This design comes from an exercise in tuning for small area, a short achievable clock period and few clock cycles on the open sky130 flow, not from production work.
Where RTL was checked, it was by simulation tests only, not by an equivalence proof against the original.
Power is estimated from default activity; no workload was simulated.

Setup of run A:
Design nice_core_top, start of the top module:
module nice_core_top (
   input  logic                  custom_mem_op,
   input  logic                  nice_rst_n,
   output logic                  nice_active,
   output logic                  nice_mem_holdup,
   input  logic                  nice_req_valid,
   output logic                  nice_req_ready,
   input  logic [32-1:0] nice_req_inst,
   input  logic [32-1:0] nice_req_rs1,
   input  logic [32-1:0] nice_req_rs2,
   output logic                  nice_rsp_valid,
   input  logic                  nice_rsp_ready,
   output logic [32-1:0] nice_rsp_rdat,
   output logic                  nice_rsp_err,
   output logic                  nice_icb_cmd_valid,
   input  logic                  nice_icb_cmd_ready,
   output logic [32-1:0] nice_icb_cmd_addr,
   output logic                  nice_icb_cmd_read,
   output logic [32-1:0] nice_icb_cmd_wdata,
   output logic [1:0]            nice_icb_cmd_size,
   input  logic                  nice_icb_rsp_valid,
   output logic                  nice_icb_rsp_ready,
   input  logic [32-1:0] nice_icb_rsp_rdata,
   input  logic                  nice_icb_rsp_err
);
export LEC_CHECK = 0
export CAP_MARGIN = 20
export CORE_MARGIN = 2
export CORE_UTILIZATION = 40
export CTS_BUF_LIST = sky130_fd_sc_hd__clkbuf_4 sky130_fd_sc_hd__clkbuf_8 sky130_fd_sc_hd__clkbuf_16
export CTS_CLUSTER_DIAMETER = 80
export CTS_CLUSTER_SIZE = 30
export SETUP_SLACK_MARGIN = 4.22
export SLEW_MARGIN = 20
create_clock -name core_clock -period 7.5 [get_ports {custom_mem_op}]
standard.sh (not shown) runs the stock make flow with config.mk's settings and CLKGATE_MAP_FILE= SYNTH_SCRIPT=/design/flow/synth_recipe.tcl, a recipe that flattens the netlist after the stock synthesis.
==> flow/flow/run.sh <==
#!/bin/bash
# The standard layout, with the smallest buffer on every port instead of
# the default port buffer cell; each tool's output goes to its own log here
set -euo pipefail
bash standard.sh BUFFER_PORTS_ARGS="-buffer_cell sky130_fd_sc_hd__buf_1" finish > standard_make.log 2>&1
Run A: all stages complete, timing, DRC and antenna checks passed
Testbench counts of run A, summed over its fixed seeds: cycles 9,854.
The inputs of run B differ from those of run A as listed below.
Settings: SETUP_SLACK_MARGIN changed from 4.22 to 4.15; GPL_ROUTABILITY_DRIVEN newly set to 0; CTS_CLUSTER_SIZE changed from 30 to 32; CTS_CLUSTER_DIAMETER changed from 80 to 85; CTS_BUF_LIST changed from sky130_fd_sc_hd__clkbuf_4 sky130_fd_sc_hd__clkbuf_8 sky130_fd_sc_hd__clkbuf_16 to sky130_fd_sc_hd__clkbuf_8 sky130_fd_sc_hd__clkbuf_16.
### Flow results
Run B | stages: all done | timing, DRC, antenna: all pass
| met2 usage | run B vs run A | 0.43 points lower |
Summary of run B over run A: met1 demand-to-capacity share in global routing dropped 0.18 points, met3 wire length climbed about 3%, mean number of vias per cell barely changed.
Number of buffers inserted by post-CTS setup repair, run B and run A: lower on run B
When run B is set beside run A, its sum of routed wire length over all layers turns out to be 1.7% smaller.
Cmp run B vs run A: number of antenna violations at the first check in global routing higher in run B
The clock-buffer cell count in run B sits 15 below the value recorded for run A.
Inputs modified between run B and run C:
Settings: an added PLACE_DENSITY of 0.5; a deleted GPL_ROUTABILITY_DRIVEN that had been 0.
## What came out
Re area growth from synthesis to final layout: run C is 0.57 points up on run B.
Row number of clock buffer instances in the layout: run C higher / run B lower
Highest ir drop seen on vdd was lower in the run labelled run C.
| final critical-path share of the clock period | run B vs run C | ≈ equal |
Post-cts gate resize count went up by a few percent going from run B to run C.
Run C ended up with a higher power than run B did.
Setup changes, run C to run D
Settings: clearing PLACE_DENSITY, which used to be 0.5.
- Run D completed; timing, DRC and antenna clean
- Re count of non-filler cells in the finished layout: run D is 0.43% down on run C.
- In terms of net count reported at finish, run D and run C differ only marginally.
- The global-route usage reported for run D is smaller than that of run C by 0.43 points.
- In run D, worst reg2reg path depth is lower than in run C.
- Diff run C..run D | die area | unchanged
- Utilization sits lower in run D than in run C.

## main
nice_core_top, a different RTL version from the one above (not shown whole).
For scale: about 2700 cells after synthesis, ~240 I/O pins, about 0.035 mm^2 of cells after synthesis.
clock: 7.5 ns
lec_check: 0
cap_margin: 20
core_margin: 2
core_utilization: 40
setup_slack_margin: 4.0
slew_margin: 20
run.sh (not shown) runs the stock make flow with config.mk's settings and CLKGATE_MAP_FILE= SYNTH_SCRIPT=/design/flow/synth_recipe.tcl, a recipe that flattens the netlist after the stock synthesis.
Stock flow here: none of the scripts above is used.
> inputs changed (main -> the feature branch)
# main
export LEC_CHECK = 0
export CAP_MARGIN = 20
export CORE_MARGIN = 2
export CORE_UTILIZATION = 40
export SETUP_SLACK_MARGIN = 4.0
export SLEW_MARGIN = 20
create_clock -name core_clock -period 7.5 [get_ports {custom_mem_op}]
# the feature branch
export LEC_CHECK = 0
export CAP_MARGIN = 20
export CORE_MARGIN = 2
export CORE_UTILIZATION = 40
export SLEW_MARGIN = 20
create_clock -name core_clock -period 7.5 [get_ports {custom_mem_op}]
--- outcome ---
Proportion of power drawn by combinational gates, the feature branch and main: smaller value in the feature branch
Final critical-path required period: higher on the feature branch
Between the feature branch and main, it is the feature branch whose global-route usage over all layers is lower, by 0.99 points.
Final instance area ended up 5.4% lower on the feature branch than on main.
Summary of the feature branch over main: clock network power share dropped 0.6 points, maximum resistive drop on vdd dropped about 8%, total power dropped 0.25 mW.
When the feature branch is set beside main, its routed metal-1 wirelength turns out to be 7.3% smaller.
Post-detailed-route wirelength per cell for the feature branch is lower than for main.
On setup slack, the lower figure sits with the feature branch, not main.
main was routed with more vias than the feature branch.
No functional check of the RTL was part of any run of this note.

Another version of the RTL of nice_core_top (not shown whole).
For scale: ~2800 cells after synthesis, ~1200 flip-flops, roughly 0.035 mm^2 of cells after synthesis.
clock: 7.5 ns
lec_check: 0
cap_margin: 20
core_margin: 2
core_utilization: 40
setup_slack_margin: 4.3
slew_margin: 20
The starting point completed with no timing, DRC or antenna violations.
Next try:
Settings changed: CTS_BUF_LIST set to sky130_fd_sc_hd__clkbuf_8, CTS_CLUSTER_DIAMETER set to 50, CTS_CLUSTER_SIZE set to 18, SETUP_SLACK_MARGIN 4.3 to 4.0.
The new run went through all stages and came out clean.
Total power fell by 18%.
Clock-buffer cell count fell by 60.
Cell area fell by 6.2%.
Next try:
Settings changed: CTS_BUF_LIST sky130_fd_sc_hd__clkbuf_8 to not set, CTS_CLUSTER_DIAMETER 50 to not set, CTS_CLUSTER_SIZE 18 to not set.
Critical path depth does not change. Cell area came out higher by 5.0%. Worst setup slack is worse by 0.028 ns. Utilization came out higher by 2.3 points.
Next try:
Settings changed: CTS_BUF_LIST set to sky130_fd_sc_hd__clkbuf_16, CTS_CLUSTER_DIAMETER set to 80, CTS_CLUSTER_SIZE set to 30.
The new run completed with no timing, DRC or antenna violations.
Worst hold slack is worse by 0.021 ns.
Final area goes down by 5.7%.
First-iteration DRC count goes down by 1.0%.
Count of clock-buffer cells in the layout goes down by 104.
Next try:
Settings changed: CORE_UTILIZATION 40 to 65, CTS_BUF_LIST sky130_fd_sc_hd__clkbuf_16 to not set, CTS_CLUSTER_DIAMETER 80 to not set, CTS_CLUSTER_SIZE 30 to not set, PLACE_DENSITY set to 0.75.
After rerunning:
- The new run ran to the end with no violations
- first-iteration DRC count came out higher by 31%
- total power went up by 23%
- setup slack is worse by 0.071 ns
- fmax falls by 1.9%
- clock power grows by 70%
- core utilization came out higher by 33 points
- global-route usage increases by 11 points
- combinational power increases by 17%
- wire length goes up by 6.3%
No functional check of the RTL was part of any run of this note.

Another version of the RTL of nice_core_top (not shown whole).
For scale: ~2600 cells after synthesis, ~1200 flip-flops, roughly 240 I/O pins.
clock: 7.5 ns
lec_check: 0
cap_margin: 20
core_margin: 2
core_utilization: 40
cts_buf_list: sky130_fd_sc_hd__clkbuf_8 sky130_fd_sc_hd__clkbuf_16
cts_cluster_diameter: 85
cts_cluster_size: 32
setup_slack_margin: 4.0
slew_margin: 20
standard.sh (not shown) runs the stock make flow with config.mk's settings and CLKGATE_MAP_FILE= SYNTH_SCRIPT=/design/flow/synth_recipe.tcl, a recipe that flattens the netlist after the stock synthesis.
Scripts as last shown in full above: flow/flow/run.sh
Testbench counts at the start, summed over its fixed seeds: cycles 9,854.
==> next run, changes <==
--- a/flow/config.mk
+++ b/flow/config.mk
@@ -9,7 +9,7 @@
 export CORE_MARGIN = 2
 export CORE_UTILIZATION = 40
-export CTS_BUF_LIST = sky130_fd_sc_hd__clkbuf_8 sky130_fd_sc_hd__clkbuf_16
-export CTS_CLUSTER_DIAMETER = 85
-export CTS_CLUSTER_SIZE = 32
+export CTS_BUF_LIST = sky130_fd_sc_hd__clkbuf_4 sky130_fd_sc_hd__clkbuf_8 sky130_fd_sc_hd__clkbuf_16
+export CTS_CLUSTER_DIAMETER = 80
+export CTS_CLUSTER_SIZE = 30
 export SETUP_SLACK_MARGIN = 4.0
 export SLEW_MARGIN = 20
After rerunning: Total power went up by 0.74%. Routed wire length went up by 0.68%. Hold slack loses 10 ps. Core utilization is about the same. Sequential power barely changes. Global-route usage went up by 0.11 points. Clock-buffer cell count went up by 15. Critical path depth stays the same. Die area stays the same.

Setup of run 1:
nice_core_top, a different RTL version from the one above (not shown whole).
Size in the first run: roughly 2,700 cells after synthesis, roughly 1,200 flip-flops, ~0.034 mm² of cells after synthesis.
## nice_core_top
module nice_core_top (
   input  logic                  custom_mem_op,
   input  logic                  nice_rst_n,
   output logic                  nice_active,
   output logic                  nice_mem_holdup,
   input  logic                  nice_req_valid,
   output logic                  nice_req_ready,
   input  logic [32-1:0] nice_req_inst,
   input  logic [32-1:0] nice_req_rs1,
   input  logic [32-1:0] nice_req_rs2,
   output logic                  nice_rsp_valid,
   input  logic                  nice_rsp_ready,
   output logic [32-1:0] nice_rsp_rdat,
   output logic                  nice_rsp_err,
   output logic                  nice_icb_cmd_valid,
   input  logic                  nice_icb_cmd_ready,
   output logic [32-1:0] nice_icb_cmd_addr,
   output logic                  nice_icb_cmd_read,
   output logic [32-1:0] nice_icb_cmd_wdata,
   output logic [1:0]            nice_icb_cmd_size,
   input  logic                  nice_icb_rsp_valid,
   output logic                  nice_icb_rsp_ready,
   input  logic [32-1:0] nice_icb_rsp_rdata,
   input  logic                  nice_icb_rsp_err
);
Settings: LEC_CHECK=0, CAP_MARGIN=20, CORE_MARGIN=2, CORE_UTILIZATION=40, CTS_BUF_LIST=sky130_fd_sc_hd__clkbuf_8 sky130_fd_sc_hd__clkbuf_16, CTS_CLUSTER_DIAMETER=90, CTS_CLUSTER_SIZE=34, SETUP_SLACK_MARGIN=4.0, SLEW_MARGIN=20; clock period 7.5 ns.
Scripts as last shown in full above: flow/flow/run.sh
Testbench counts of run 1, summed over its fixed seeds: cycles 9,854.
[inputs] run 2 vs run 1
# run 1
export LEC_CHECK = 0
export CAP_MARGIN = 20
export CORE_MARGIN = 2
export CORE_UTILIZATION = 40
export CTS_BUF_LIST = sky130_fd_sc_hd__clkbuf_8 sky130_fd_sc_hd__clkbuf_16
export CTS_CLUSTER_DIAMETER = 90
export CTS_CLUSTER_SIZE = 34
export SETUP_SLACK_MARGIN = 4.0
export SLEW_MARGIN = 20
create_clock -name core_clock -period 7.5 [get_ports {custom_mem_op}]
# run 2
export LEC_CHECK = 0
export CAP_MARGIN = 20
export CORE_MARGIN = 2
export CORE_UTILIZATION = 70
export CTS_BUF_LIST = sky130_fd_sc_hd__clkbuf_4 sky130_fd_sc_hd__clkbuf_8 sky130_fd_sc_hd__clkbuf_16
export CTS_CLUSTER_DIAMETER = 80
export CTS_CLUSTER_SIZE = 30
export PLACE_DENSITY = 0.8
export SETUP_SLACK_MARGIN = 4.0
export SLEW_MARGIN = 20
create_clock -name core_clock -period 7.5 [get_ports {custom_mem_op}]
--- outcome ---
Post-synthesis to final-layout area growth was lower in the run labelled run 2.
Summary: with run 1 as the reference, placed cell count in run 2 moved down by more than 10%.
Post-place instance area in run 2 is 1.7% lower than in run 1
Share of the clock period used by the worst path across run 2 and run 1: no real change.
Run 2 against run 1: final worst setup slack about even; cell leakage power rose 0.45%.
Run 2 ends up with higher last weighted congestion value of the routability-driven placer than run 1 does.
Here is what was changed in the inputs of run 3 compared with run 2.
# run 2
export LEC_CHECK = 0
export CAP_MARGIN = 20
export CORE_MARGIN = 2
export CORE_UTILIZATION = 70
export CTS_BUF_LIST = sky130_fd_sc_hd__clkbuf_4 sky130_fd_sc_hd__clkbuf_8 sky130_fd_sc_hd__clkbuf_16
export CTS_CLUSTER_DIAMETER = 80
export CTS_CLUSTER_SIZE = 30
export PLACE_DENSITY = 0.8
export SETUP_SLACK_MARGIN = 4.0
export SLEW_MARGIN = 20
create_clock -name core_clock -period 7.5 [get_ports {custom_mem_op}]
# run 3
export LEC_CHECK = 0
export CAP_MARGIN = 20
export CORE_MARGIN = 2
export CORE_UTILIZATION = 55
export CTS_BUF_LIST = sky130_fd_sc_hd__clkbuf_4 sky130_fd_sc_hd__clkbuf_8 sky130_fd_sc_hd__clkbuf_16
export CTS_CLUSTER_DIAMETER = 80
export CTS_CLUSTER_SIZE = 30
export PLACE_DENSITY = 0.7
export SETUP_SLACK_MARGIN = 4.0
export SLEW_MARGIN = 20
create_clock -name core_clock -period 7.5 [get_ports {custom_mem_op}]
==> notes.md <==
Cell count: run 3 higher than run 2
Of run 2 and run 3, run 2 shows the higher sequential share of layout area, with run 3 below it.
Compared with run 2, in run 3 switching portion of total power went up 0.24 points; share of final layout cell area taken by clock buffers and inverters rose 0.33 points; cell total after placement up 4.9%; number of buffers created by CTS went up.
Run 3: number of buffers other than clock buffers in the final layout is 1 higher than what run 2 reported.

== try-umber ==
Starting RTL as in the previous note.
==> flow/config.mk <==
export PLATFORM = sky130hd
export DESIGN_NAME = nice_core_top
export DESIGN_NICKNAME = nice_core_top
export VERILOG_FILES = /design/flow/design.v
export SDC_FILE = /design/flow/constraint.sdc
export NUM_CORES = 4
export LEC_CHECK = 0
export CAP_MARGIN = 20
export CORE_MARGIN = 2
export CORE_UTILIZATION = 40
export CTS_BUF_LIST = sky130_fd_sc_hd__clkbuf_16
export CTS_CLUSTER_DIAMETER = 85
export CTS_CLUSTER_SIZE = 32
export SETUP_SLACK_MARGIN = 4.0
export SLEW_MARGIN = 20
==> flow/constraint.sdc <==
create_clock -name core_clock -period 7.5 [get_ports {custom_mem_op}]
set_input_delay 1.5000 -clock core_clock [delete_from_list [all_inputs] [get_ports {custom_mem_op}]]
set_output_delay 1.5000 -clock core_clock [all_outputs]
set_load 0.01 [all_outputs]
Scripts as last shown in full above: flow/flow/run.sh
try-umber was carried through to the last stage, and its layout satisfied the timing, design-rule and antenna checks.
Testbench counts of try-umber, summed over its fixed seeds: cycles 9,854.
diff inputs: try-umber => try-pepper
diff --git a/flow/config.mk b/flow/config.mk
--- a/flow/config.mk
+++ b/flow/config.mk
@@ -9,7 +9,7 @@
 export CORE_MARGIN = 2
 export CORE_UTILIZATION = 40
-export CTS_BUF_LIST = sky130_fd_sc_hd__clkbuf_16
-export CTS_CLUSTER_DIAMETER = 85
-export CTS_CLUSTER_SIZE = 32
+export CTS_BUF_LIST = sky130_fd_sc_hd__clkbuf_4 sky130_fd_sc_hd__clkbuf_8 sky130_fd_sc_hd__clkbuf_16
+export CTS_CLUSTER_DIAMETER = 80
+export CTS_CLUSTER_SIZE = 30
 export SETUP_SLACK_MARGIN = 4.0
 export SLEW_MARGIN = 20
try-pepper — core utilization 0.17 points higher, try-umber as reference
Reported net switching power in try-pepper is 0.039 mW higher than in try-umber
Against try-umber, try-pepper reports a peak supply drop that is higher.
On try-pepper: shortest period the worst path allows is 0.0040 ns lower than what try-umber gave.
The lower met3 global-route usage came out of try-umber.
> inputs changed (try-pepper -> try-quartz)
diff --git a/flow/config.mk b/flow/config.mk
--- a/flow/config.mk
+++ b/flow/config.mk
@@ -9,7 +9,7 @@
 export CORE_MARGIN = 2
 export CORE_UTILIZATION = 40
-export CTS_BUF_LIST = sky130_fd_sc_hd__clkbuf_4 sky130_fd_sc_hd__clkbuf_8 sky130_fd_sc_hd__clkbuf_16
-export CTS_CLUSTER_DIAMETER = 80
-export CTS_CLUSTER_SIZE = 30
+export CTS_BUF_LIST = sky130_fd_sc_hd__clkbuf_8 sky130_fd_sc_hd__clkbuf_16
+export CTS_CLUSTER_DIAMETER = 85
+export CTS_CLUSTER_SIZE = 32
 export SETUP_SLACK_MARGIN = 4.0
 export SLEW_MARGIN = 20
--- outcome ---
- try-quartz has completed all stages; timing, DRC and antenna checks passed.
- Routed wire length: try-quartz vs try-pepper down 0.46%
- Summary — worst setup slack, try-quartz relative to try-pepper: lower, by 0.0040 ns.
- Measured against each other, try-quartz and try-pepper differ in proportion of power drawn by flip-flops and latches, the higher figure coming from try-quartz.
- Re clock-cell share of area: try-quartz is 0.41 points down on try-pepper.
- Area of all placed cells without fillers | try-quartz below try-pepper
- On maximum frequency, try-quartz and try-pepper are basically level.
- Cmp try-quartz and try-pepper / final critical-path required period / higher: try-quartz
- Relative contribution of the clock network to total power, try-quartz and try-pepper, higher one = try-pepper.
- Diff try-quartz..try-pepper | ratio of routed vias to standard cells | negligible

separate check: timing with driven ports:
The flow's constraints put no driver on any port. The routed layouts listed below were extracted and timed again, unchanged, in two steps.
Step 1: set_driving_cell puts a clkbuf_16 on custom_mem_op and a buf_2 on each other input, an assumption about the parent block.
Step 2 also shifts input and output timing later by t, the mid clock arrival at the registers, as if the neighbouring blocks saw the same clock.
a / b / c = no drivers / after step 1 / after step 2; a / b = the first two.
run	t (ns)	slack for setup (ns)	slew at the worst register clock pin (ns)
run A	0.669	4.170 / 4.130 / 3.764	0.11 / 0.11
run B	0.672	4.170 / 4.132 / 3.704	0.12 / 0.12
run C	0.683	4.169 / 4.131 / 3.867	0.12 / 0.12
run D	0.676	4.169 / 4.129 / 3.724	0.12 / 0.12
main	0.728	3.413 / 3.360 / 3.068	0.07 / 0.07
the feature branch	0.714	2.571 / 2.547 / 2.116	0.07 / 0.07
the first run of note 3	0.717	3.888 / 3.867 / 3.202	0.07 / 0.07
the second run of note 3	0.770	3.913 / 3.882 / 3.187	0.11 / 0.11
the third run of note 3	0.726	3.884 / 3.854 / 3.244	0.07 / 0.07
the fourth run of note 3	0.713	3.886 / 3.856 / 3.214	0.11 / 0.11
the fifth run of note 3	0.728	3.815 / 3.774 / 3.197	0.07 / 0.07
the first run of note 4	0.679	4.017 / 3.984 / 3.576	0.12 / 0.12
the second run of note 4	0.679	4.015 / 3.983 / 3.548	0.12 / 0.12
run 1	0.672	4.030 / 3.998 / 3.556	0.12 / 0.12
run 2	0.678	4.028 / 3.994 / 3.767	0.11 / 0.11
run 3	0.677	4.029 / 3.998 / 3.684	0.11 / 0.11
try-umber	0.679	4.027 / 3.995 / 3.797	0.12 / 0.12
try-pepper	0.689	4.031 / 3.999 / 3.524	0.11 / 0.11
try-quartz	0.679	4.027 / 3.995 / 3.797	0.12 / 0.12
After both steps setup and hold are still met in every run listed. The setup slack of the second run of note 3, which loses most, moves by -0.031 ns with the drivers and by -0.726 ns with both steps.
